Context: an optimization exercise on an open-source flow, tuned for small area, a short achievable clock period and few clock cycles. The choices shown serve that exercise and are no tape-out recipe. The RTL was checked by simulation tests, not by an equivalence proof against the original design. Power and IR drop assume default switching activity.

File: flow/run.sh
#!/bin/bash
# synth_recipe.tcl (not shown) runs the flow's synth.tcl, then flattens the netlist and writes it again
# the make line also repeats each setting of config.mk as NAME=value (left out here)
make -C /OpenROAD-flow-scripts/flow DESIGN_CONFIG=/design/flow/config.mk WORK_HOME=/design/flow/orfs CLKGATE_MAP_FILE= SYNTH_SCRIPT=/design/flow/synth_recipe.tcl finish
File: flow/config.mk
export PLATFORM = sky130hd
export DESIGN_NAME = router_top
export DESIGN_NICKNAME = router_top
export VERILOG_FILES = /design/flow/design.v
export SDC_FILE = /design/flow/constraint.sdc
export NUM_CORES = 4
export LEC_CHECK = 0
export CAP_MARGIN = 20
export CORE_MARGIN = 2
export CORE_UTILIZATION = 40
export SLEW_MARGIN = 20
File: flow/constraint.sdc
create_clock -name core_clock -period 8.0 [get_ports {clk}]
set_input_delay 1.6000 -clock core_clock [delete_from_list [all_inputs] [get_ports {clk}]]
set_output_delay 1.6000 -clock core_clock [all_outputs]
set_load 0.01 [all_outputs]
File: flow/design.v
`timescale 1ns/1ps
module packet_receiver #(
   parameter int NUM_PORTS   = 4,
   parameter int MIN_PKT_LEN = 14,
   parameter int MAX_PKT_LEN = 64,
   parameter int HDR_LEN     = 10      
) (
   input  logic                 clk,
   input  logic                 reset,
   input  logic [7:0]           in_data,
   input  logic                 in_last,
   input  logic                 in_valid,
   output logic                 in_ready,
   input  logic                 port_enable,
   input  logic [NUM_PORTS-1:0] sa_enable,
   input  logic [NUM_PORTS-1:0] da_enable,
   input  logic                 store_full,
   output logic                 wr_en,
   output logic [5:0]           wr_addr,
   output logic [7:0]           wr_data,
   output logic                 commit,
   output logic [1:0]           commit_dest,
   output logic [6:0]           commit_len,
   output logic                 ev_done,
   output logic                 ev_size_drop,
   output logic                 ev_da_drop,
   output logic                 ev_sa_drop,
   output logic                 ev_crc_drop
);
   localparam int LEN_FIELD_POS = 2;     
   localparam int CRC_FIELD_POS = 6;     
   logic [6:0]  cnt_q;        
   logic        discard_q;    
   logic [31:0] sum_q;
   logic [7:0]  sa_q;
   logic [7:0]  da_q;
   logic [31:0] len_q;
   logic [31:0] crc_q;
   logic        accept;
   logic        skip;
   logic        finish;
   logic [6:0]  n_bytes;
   logic [31:0] sum_next;
   logic [1:0]  sa_idx;
   logic [1:0]  da_idx;
   logic        size_ok;
   logic        da_ok;
   logic        sa_ok;
   logic        crc_ok;
   assign in_ready = ~store_full & ~commit;
   assign accept   = in_valid & in_ready;
   assign skip     = discard_q | (cnt_q == 7'd0 && !port_enable);
   assign finish   = accept & ~skip & in_last;
   assign n_bytes  = cnt_q + 7'd1;
   assign sum_next = (cnt_q >= 7'(HDR_LEN)) ? sum_q + {24'd0, in_data} : sum_q;
   assign wr_en   = accept & ~skip & (cnt_q < 7'(MAX_PKT_LEN));
   assign wr_addr = cnt_q[5:0];
   assign wr_data = in_data;
   assign sa_idx  = 2'(sa_q - 8'd1);
   assign da_idx  = 2'(da_q - 8'd1);
   assign size_ok = len_q == {25'd0, n_bytes} && n_bytes >= 7'(MIN_PKT_LEN) &&
                    n_bytes <= 7'(MAX_PKT_LEN);
   assign da_ok   = da_q >= 8'd1 && da_q <= 8'(NUM_PORTS) && da_enable[da_idx];
   assign sa_ok   = sa_q >= 8'd1 && sa_q <= 8'(NUM_PORTS) && sa_enable[sa_idx];
   assign crc_ok  = sum_next == crc_q;    
   always_ff @(posedge clk or posedge reset) begin
      if (reset) begin
         cnt_q        <= 7'd0;
         discard_q    <= 1'b0;
         sum_q        <= 32'd0;
         commit       <= 1'b0;
         ev_done      <= 1'b0;
         ev_size_drop <= 1'b0;
         ev_da_drop   <= 1'b0;
         ev_sa_drop   <= 1'b0;
         ev_crc_drop  <= 1'b0;
      end else begin
         commit       <= 1'b0;
         ev_done      <= 1'b0;
         ev_size_drop <= 1'b0;
         ev_da_drop   <= 1'b0;
         ev_sa_drop   <= 1'b0;
         ev_crc_drop  <= 1'b0;
         if (accept && skip) begin
            discard_q <= ~in_last;
         end else if (finish) begin
            cnt_q   <= 7'd0;
            sum_q   <= 32'd0;
            ev_done <= 1'b1;
            if (!size_ok) begin
               ev_size_drop <= 1'b1;
            end else if (!da_ok) begin
               ev_da_drop <= 1'b1;
            end else if (!sa_ok) begin
               ev_sa_drop <= 1'b1;
            end else if (!crc_ok) begin
               ev_crc_drop <= 1'b1;
            end else begin
               commit <= 1'b1;
            end
         end else if (accept) begin
            if (cnt_q <= 7'(MAX_PKT_LEN)) begin
               cnt_q <= n_bytes;
            end
            sum_q <= sum_next;
         end
      end
   end
   always_ff @(posedge clk) begin
      if (accept && !skip) begin
         if (cnt_q == 7'd0) begin
            sa_q <= in_data;
         end
         if (cnt_q == 7'd1) begin
            da_q <= in_data;
         end
         if (cnt_q >= 7'(LEN_FIELD_POS) && cnt_q < 7'(LEN_FIELD_POS + 4)) begin
            len_q <= {in_data, len_q[31:8]};
         end
         if (cnt_q >= 7'(CRC_FIELD_POS) && cnt_q < 7'(CRC_FIELD_POS + 4)) begin
            crc_q <= {in_data, crc_q[31:8]};
         end
      end
      if (finish) begin
         commit_dest <= da_idx;
         commit_len  <= n_bytes;
      end
   end
endmodule
`timescale 1ns/1ps
module packet_store #(
   parameter int MAX_PKT_LEN = 64
) (
   input  logic       clk,
   input  logic       reset,
   input  logic       wr_en,
   input  logic [5:0] wr_addr,
   input  logic [7:0] wr_data,
   input  logic       commit,
   input  logic [1:0] commit_dest,
   input  logic [6:0] commit_len,
   output logic       full,
   output logic [1:0] dest,
   output logic [7:0] tx_data,
   output logic       tx_last,
   input  logic       tx_ready,
   output logic       tx_valid
);
   logic [7:0] mem [MAX_PKT_LEN];
   logic [6:0] len_q;
   logic [5:0] rd_ptr;
   assign tx_valid = full;
   assign tx_data  = mem[rd_ptr];
   assign tx_last  = {1'b0, rd_ptr} == len_q - 7'd1;
   always_ff @(posedge clk) begin
      if (wr_en) begin
         mem[wr_addr] <= wr_data;
      end
      if (commit) begin
         len_q <= commit_len;
         dest  <= commit_dest;
      end
   end
   always_ff @(posedge clk or posedge reset) begin
      if (reset) begin
         full   <= 1'b0;
         rd_ptr <= 6'd0;
      end else if (commit) begin
         full   <= 1'b1;
         rd_ptr <= 6'd0;
      end else if (tx_valid && tx_ready) begin
         if (tx_last) begin
            full <= 1'b0;    
         end else begin
            rd_ptr <= rd_ptr + 6'd1;
         end
      end
   end
endmodule
`timescale 1ns/1ps
module switch_fabric (
   input  logic        clk,
   input  logic        reset,
   input  logic [31:0] tx_data,     
   input  logic [3:0]  tx_last,
   input  logic [3:0]  tx_valid,
   input  logic [7:0]  dest,        
   output logic [3:0]  tx_ready,
   output logic [31:0] out_data,
   output logic [3:0]  out_last,
   output logic [3:0]  out_valid,
   input  logic [3:0]  out_ready,
   output logic [3:0]  out_done
);
   localparam int NUM_PORTS = 4;
   logic [3:0] busy;
   logic [7:0] grant;         
   logic [7:0] last_grant;
   logic [3:0] req [NUM_PORTS];    
   logic [1:0] pick [NUM_PORTS];
   logic [3:0] pick_valid;
   logic [1:0] sel [NUM_PORTS];
   logic [3:0] active;
   always_comb begin : arb
      logic [1:0] cand;
      for (int j = 0; j < NUM_PORTS; j++) begin
         for (int i = 0; i < NUM_PORTS; i++) begin
            req[j][i] = tx_valid[i] && dest[2*i +: 2] == 2'(j);
         end
         pick[j]       = last_grant[2*j +: 2];
         pick_valid[j] = 1'b0;
         for (int k = 1; k <= NUM_PORTS; k++) begin
            cand = last_grant[2*j +: 2] + 2'(k);
            if (!pick_valid[j] && req[j][cand]) begin
               pick[j]       = cand;
               pick_valid[j] = 1'b1;
            end
         end
         sel[j]          = busy[j] ? grant[2*j +: 2] : pick[j];
         active[j]       = busy[j] | pick_valid[j];
         out_data[8*j +: 8] = tx_data[8*sel[j] +: 8];
         out_last[j]     = tx_last[sel[j]];
         out_valid[j]    = active[j] & tx_valid[sel[j]];
         out_done[j]     = out_valid[j] & out_ready[j] & out_last[j];
      end
   end
   always_comb begin
      tx_ready = 4'd0;
      for (int j = 0; j < NUM_PORTS; j++) begin
         for (int i = 0; i < NUM_PORTS; i++) begin
            if (active[j] && sel[j] == 2'(i)) begin
               tx_ready[i] = tx_ready[i] | out_ready[j];
            end
         end
      end
   end
   always_ff @(posedge clk or posedge reset) begin
      if (reset) begin
         busy       <= 4'd0;
         grant      <= 8'd0;
         last_grant <= 8'hff;    
      end else begin
         for (int j = 0; j < NUM_PORTS; j++) begin
            if (!busy[j] && pick_valid[j]) begin
               grant[2*j +: 2]      <= pick[j];
               last_grant[2*j +: 2] <= pick[j];
            end
            if (out_done[j]) begin
               busy[j] <= 1'b0;
            end else if (pick_valid[j]) begin
               busy[j] <= 1'b1;    
            end
         end
      end
   end
endmodule
`timescale 1ns/1ps
module router_csr (
   input  logic        clk,
   input  logic        reset,
   input  logic        csr_wr,      
   input  logic        csr_rd,      
   input  logic [7:0]  csr_addr,
   input  logic [31:0] csr_wdata,
   output logic [31:0] rdata,
   output logic [3:0]  sa_enable,
   output logic [3:0]  da_enable,
   input  logic [3:0]  ev_done,
   input  logic [3:0]  ev_size_drop,
   input  logic [3:0]  ev_da_drop,
   input  logic [3:0]  ev_sa_drop,
   input  logic [3:0]  ev_crc_drop,
   input  logic [3:0]  out_done
);
   localparam logic [7:0] ADDR_SA_ENABLE      = 8'h20;
   localparam logic [7:0] ADDR_DA_ENABLE      = 8'h24;
   localparam logic [7:0] ADDR_SIZE_DROP      = 8'h32;
   localparam logic [7:0] ADDR_IN_COUNT_BASE  = 8'h36;
   localparam logic [7:0] ADDR_OUT_COUNT_BASE = 8'h52;
   localparam logic [7:0] ADDR_DA_DROP        = 8'h66;
   localparam logic [7:0] ADDR_SA_DROP        = 8'h70;
   localparam logic [7:0] ADDR_CRC_DROP       = 8'h94;
   localparam int         ADDR_COUNT_STRIDE   = 4;    
   localparam int         NUM_PORTS           = 4;
   logic [31:0] in_count [NUM_PORTS];
   logic [31:0] out_count [NUM_PORTS];
   logic [31:0] size_drop;
   logic [31:0] da_drop;
   logic [31:0] sa_drop;
   logic [31:0] crc_drop;
   logic [2:0]  n_size;    
   logic [2:0]  n_da;
   logic [2:0]  n_sa;
   logic [2:0]  n_crc;
   logic [31:0] rd_value;
   always_comb begin
      n_size = 3'd0;
      n_da   = 3'd0;
      n_sa   = 3'd0;
      n_crc  = 3'd0;
      for (int i = 0; i < NUM_PORTS; i++) begin
         n_size = n_size + {2'd0, ev_size_drop[i]};
         n_da   = n_da + {2'd0, ev_da_drop[i]};
         n_sa   = n_sa + {2'd0, ev_sa_drop[i]};
         n_crc  = n_crc + {2'd0, ev_crc_drop[i]};
      end
   end
   always_comb begin
      rd_value = 32'd0;    
      case (csr_addr)
         ADDR_SA_ENABLE: rd_value = {28'd0, sa_enable};
         ADDR_DA_ENABLE: rd_value = {28'd0, da_enable};
         ADDR_SIZE_DROP: rd_value = size_drop;
         ADDR_DA_DROP:   rd_value = da_drop;
         ADDR_SA_DROP:   rd_value = sa_drop;
         ADDR_CRC_DROP:  rd_value = crc_drop;
         default: begin
            for (int i = 0; i < NUM_PORTS; i++) begin
               if (csr_addr == ADDR_IN_COUNT_BASE + 8'(ADDR_COUNT_STRIDE * i)) begin
                  rd_value = in_count[i];
               end
               if (csr_addr == ADDR_OUT_COUNT_BASE + 8'(ADDR_COUNT_STRIDE * i)) begin
                  rd_value = out_count[i];
               end
            end
         end
      endcase
   end
   always_ff @(posedge clk or posedge reset) begin
      if (reset) begin
         sa_enable <= 4'd0;
         da_enable <= 4'd0;
         size_drop <= 32'd0;
         da_drop   <= 32'd0;
         sa_drop   <= 32'd0;
         crc_drop  <= 32'd0;
         rdata     <= 32'd0;
         for (int i = 0; i < NUM_PORTS; i++) begin
            in_count[i]  <= 32'd0;
            out_count[i] <= 32'd0;
         end
      end else begin
         if (csr_wr && csr_addr == ADDR_SA_ENABLE) begin
            sa_enable <= csr_wdata[NUM_PORTS-1:0];
         end
         if (csr_wr && csr_addr == ADDR_DA_ENABLE) begin
            da_enable <= csr_wdata[NUM_PORTS-1:0];
         end
         if (csr_rd) begin
            rdata <= rd_value;    
         end
         if (csr_wr && csr_addr == ADDR_SIZE_DROP) size_drop <= csr_wdata;
         else size_drop <= size_drop + {29'd0, n_size};
         if (csr_wr && csr_addr == ADDR_DA_DROP) da_drop <= csr_wdata;
         else da_drop <= da_drop + {29'd0, n_da};
         if (csr_wr && csr_addr == ADDR_SA_DROP) sa_drop <= csr_wdata;
         else sa_drop <= sa_drop + {29'd0, n_sa};
         if (csr_wr && csr_addr == ADDR_CRC_DROP) crc_drop <= csr_wdata;
         else crc_drop <= crc_drop + {29'd0, n_crc};
         for (int i = 0; i < NUM_PORTS; i++) begin
            if (csr_wr && csr_addr == ADDR_IN_COUNT_BASE + 8'(ADDR_COUNT_STRIDE * i))
               in_count[i] <= csr_wdata;
            else
               in_count[i] <= in_count[i] + {31'd0, ev_done[i]};
            if (csr_wr && csr_addr == ADDR_OUT_COUNT_BASE + 8'(ADDR_COUNT_STRIDE * i))
               out_count[i] <= csr_wdata;
            else
               out_count[i] <= out_count[i] + {31'd0, out_done[i]};
         end
      end
   end
endmodule
`timescale 1ns/1ps
module router_top (
   input  logic        clk,
   input  logic        reset,
   input  logic [31:0] in_data,      
   input  logic [3:0]  in_last,
   input  logic [3:0]  in_valid,
   output logic [3:0]  in_ready,
   output logic [31:0] out_data,     
   output logic [3:0]  out_last,
   output logic [3:0]  out_valid,
   input  logic [3:0]  out_ready,
   input  logic        csr_wr,
   input  logic        csr_rd,
   input  logic [7:0]  csr_addr,
   input  logic [31:0] csr_wdata,
   output logic [31:0] rdata
);
   localparam int NUM_PORTS = 4;
   logic [3:0]  sa_enable;
   logic [3:0]  da_enable;
   logic [3:0]  store_full;
   logic [3:0]  wr_en;
   logic [5:0]  wr_addr [NUM_PORTS];
   logic [7:0]  wr_data [NUM_PORTS];
   logic [3:0]  commit;
   logic [1:0]  commit_dest [NUM_PORTS];
   logic [6:0]  commit_len [NUM_PORTS];
   logic [3:0]  ev_done;
   logic [3:0]  ev_size_drop;
   logic [3:0]  ev_da_drop;
   logic [3:0]  ev_sa_drop;
   logic [3:0]  ev_crc_drop;
   logic [31:0] tx_data;
   logic [3:0]  tx_last;
   logic [3:0]  tx_valid;
   logic [3:0]  tx_ready;
   logic [7:0]  dest;
   logic [3:0]  out_done;
   for (genvar i = 0; i < NUM_PORTS; i++) begin : g_in
      packet_receiver u_receiver (
         .clk          (clk),
         .reset        (reset),
         .in_data      (in_data[8*i +: 8]),
         .in_last      (in_last[i]),
         .in_valid     (in_valid[i]),
         .in_ready     (in_ready[i]),
         .port_enable  (sa_enable[i]),
         .sa_enable    (sa_enable),
         .da_enable    (da_enable),
         .store_full   (store_full[i]),
         .wr_en        (wr_en[i]),
         .wr_addr      (wr_addr[i]),
         .wr_data      (wr_data[i]),
         .commit       (commit[i]),
         .commit_dest  (commit_dest[i]),
         .commit_len   (commit_len[i]),
         .ev_done      (ev_done[i]),
         .ev_size_drop (ev_size_drop[i]),
         .ev_da_drop   (ev_da_drop[i]),
         .ev_sa_drop   (ev_sa_drop[i]),
         .ev_crc_drop  (ev_crc_drop[i])
      );
      packet_store u_store (
         .clk         (clk),
         .reset       (reset),
         .wr_en       (wr_en[i]),
         .wr_addr     (wr_addr[i]),
         .wr_data     (wr_data[i]),
         .commit      (commit[i]),
         .commit_dest (commit_dest[i]),
         .commit_len  (commit_len[i]),
         .full        (store_full[i]),
         .dest        (dest[2*i +: 2]),
         .tx_data     (tx_data[8*i +: 8]),
         .tx_last     (tx_last[i]),
         .tx_ready    (tx_ready[i]),
         .tx_valid    (tx_valid[i])
      );
   end
   switch_fabric u_fabric (
      .clk       (clk),
      .reset     (reset),
      .tx_data   (tx_data),
      .tx_last   (tx_last),
      .tx_valid  (tx_valid),
      .dest      (dest),
      .tx_ready  (tx_ready),
      .out_data  (out_data),
      .out_last  (out_last),
      .out_valid (out_valid),
      .out_ready (out_ready),
      .out_done  (out_done)
   );
   router_csr u_csr (
      .clk          (clk),
      .reset        (reset),
      .csr_wr       (csr_wr),
      .csr_rd       (csr_rd),
      .csr_addr     (csr_addr),
      .csr_wdata    (csr_wdata),
      .rdata        (rdata),
      .sa_enable    (sa_enable),
      .da_enable    (da_enable),
      .ev_done      (ev_done),
      .ev_size_drop (ev_size_drop),
      .ev_da_drop   (ev_da_drop),
      .ev_sa_drop   (ev_sa_drop),
      .ev_crc_drop  (ev_crc_drop),
      .out_done     (out_done)
   );
endmodule
==> run summary <==
initial antenna violation count 23; IO Count 164; ys async rst share 21.2%; clock tree buffer depth 4; max-cap viol count 0; Cells after DPL 14120; flop and latch count out of synthesis 3096; final WL 365000 um; fin nets 10117; Final Skew 0.0820 ns; Sink Count 3096; core box area 0.344 sq mm; number of global-route vias before repair 84427; IO buf count 163; Reg clk slew, reported paths 0.06 ns; synth top area cells edfxtp_1, dfrtp_1, mux4_2, nor2_1, mux2i_1; max-slew violation count 0; CTS buffer count 335; ANT nets after route 0; setup TNS after final layout 0 ns; Clock Latency Late Sink 0.94 ns; area leader, netlist edfxtp_1; outcome timing/DRC/antenna clean; DRC errors left 0; placed cell area 0.145 sq mm; Crit path arrival time 5.36 ns; worst slew pin tran 1.12 ns; gr usage total 20.5%; cell area power density 241 mW/mm^2; syn nets 10031; RSZ-0062 raised after global routing no; Peak Freq 144 MHz; final design instance area without fill 0.156 sq mm; fin crit share 87.0%; first-pass GRT wire length 548000 um; post_cts resized 0; Post-Syn Area 0.138 sq mm; initial drt markers 8300; # rows 215; post-layout min period 6.96 ns; Via Count 85011; Lkg Pwr 50.4 nW; Worst setup EP type primary output; post-synthesis cell count 9815; TritonRoute pass-1 iters 12; CP required 6.40 ns; gp weighted congestion 0.873; layout cell share with drive strength beyond 1 13.6%; Finished Layout Cells 14747; H-tree depth 5; YS warnings 14; CTS tree done; worst vdd ir 182 uV; Clk Tree Root Cell clkbuf_16; worst-path fanout max 30; Fillers 29950; # setup viols final 0; worst hold margin 0.396 ns; Seq/Total Area, Yosys 64.9%; Yosys cell types 114; synthesis-to-finish area growth 12.7%; crit path kind flop to primary output; DR vias/cell 5.76; critical path launch point type flop; Worst Hold Class flop to flop; number of flops mapped to enable cells by yosys 2440; syn avg cell area 14.1 sq um; GR Overflow Total 0; Post-CTS Setup Bufs 0; chip height 592 um; post-synth top area share 53.0%; slew margin rel. 25.1%; initial core utilization 40.3%; top_reg_cell synth edfxtp_1; hold-fix buffers at CTS 0; final hold viol count 0; drt wl/cell 24.8 um; largest net degree at the start of global routing 156; Die X 592 um; Final HPWL DP 242000 um; DIE AREA 0.350 sq mm
-- routing by layer --
metal / up-vias / GRT usage [%] / wire length (um)
li1: 37926 / - / -
met1: 43531 / 28.9 / 158000
met2: 2956 / 32.9 / 172000
met3: 592 / 2.55 / 23100
met4: 6 / 6.89 / 12700
met5: - / 0 / 44
-- state kept, by name, indices dropped and copies added (netlist names), 128 cells and up --
register	flops
g_in.u_receiver.crc_q	128
g_in.u_store.mem	2048
g_in.u_receiver.len_q	128
u_csr.in_count	128
g_in.u_receiver.sum_q	128
u_csr.out_count	128
-- worst max-delay path: stages, from the launching register on --
cell,delay [ns]
dfrtp_4,0.75
buf_4,0.60
mux4_2,0.58
mux4_2,0.55
a221oi_2,0.92
nor2_1,0.07
a211oi_1,0.25
a31oi_1,0.11
clkdlybuf4s50_1,0.52
-- worst paths after layout --
path	startpoint	endpoint	slack [ns]	cells past startpoint
setup / recovery	g_in[3].u_store.rd_ptr[0]	out_data[21]	1.04	8
hold / removal	g_in[0].u_receiver.commit_len[5]	g_in[0].u_store.len_q[5]	0.40	0
setup reg to reg	g_in[0].u_store.full	u_csr.out_count[3][30]	2.04	17
hold reg to reg	g_in[0].u_receiver.commit_len[5]	g_in[0].u_store.len_q[5]	0.40	0
max in group asynchronous	reset	u_csr.sa_drop[31]	5.15	4
min in group asynchronous	reset	u_csr.in_count[3][24]	1.25	3
-- area by class of cell --
class	instances	area [sq um]	share of cell area, %
inverter	163	616	0.395
clock buffer	445	9080	5.83
sequential	3096	89700	57.6
clock inverter	174	1860	1.19
multi-input combinational	5982	46000	29.5
tap	4557	5700	3.66
antenna	7	17.5	0.0112
timing repair buffer	323	2850	1.83
-- synth_stat cells (all sizes together) (103+ instances only) --
master / instances
edfxtp: 2440
nor2: 846
nand2: 688
dfrtp: 648
a21oi: 594
mux4: 474
clkbuf: 431
o21ai: 373
xnor2: 312
xor2: 304
mux2i: 303
nand3: 254
nand4: 168
inv: 160
buf: 143
nor3: 140
ha: 116
mux2: 103
-- cell usage in the layout, fill, tap and decap left out, drive strengths merged, types with 304 or more instances in the layout --
cell type	instances
nor2	846
xnor2	312
a21oi	594
dfrtp	648
edfxtp	2440
nand2	688
xor2	304
mux4	474
o21ai	373
clkbuf	445
-- metrics by stage --
step / util (%) / power [mW] / setup WS [ns]
2_1_floorplan: - / 20.9 / -2.56
3_3_place_gp: 42.1 / 22.3 / 1.61
3_5_place_dp: 42.1 / 22.4 / 1.69
4_1_cts: 45.3 / 37.8 / 0.836
5_1_grt: 45.4 / 38.8 / 0.799
6_report: 45.4 / 37.6 / 1.04
-- where the power goes --
part	internal (mW)	switching, mW
sequential	18.0	0.616
combinational	1.19	2.25
clock	9.02	6.45
-- logic make-up (layout without fill, tap and decap cells) --
kind of cell | count (synthesis) | after routing | share of synthesized area, %
XOR/XNOR | 620 | 620 | 3.97
other | 0 | 7 | 0
flip-flops | 3096 | 3096 | 64.9
adder cells (fa/ha/maj) | 129 | 129 | 1.23
AO/OA/AOI/OAI | 1770 | 1770 | 8.27
AND/OR/NAND/NOR | 2583 | 2583 | 8.83
multiplexers | 880 | 880 | 10.8
buffers and inverters | 737 | 1105 | 2.09
Testbench counts, summed over its fixed seeds: cycles 29,547.

==> what the ideal ports hide <==
The results above use ideal ports. As a check the final layout listed here was re-extracted and re-timed, cells and wires unchanged. Step 1, drivers: a clkbuf_16 drives clk and a buf_2 each remaining input, both assumed. Step 2 moves the port delays by t, midway between the first and last clock arrival at a register: inputs arrive t later, outputs are due t later. That takes back most of the time a late clock gives input paths. a / b / c = no drivers / after step 1 / after step 2; a / b = the first two.
t, ns: 1.008
setup slack, ns: 1.043 / 0.940 / 1.948
hold slack, ns: 0.396 / 0.396 / 0.396
worst setup path at the end: register to output
pins driven straight from the clock port: 1
After both steps this run still meets setup and hold. The setup slack of this run moves by -0.103 ns with the drivers and by +0.905 ns with both steps.
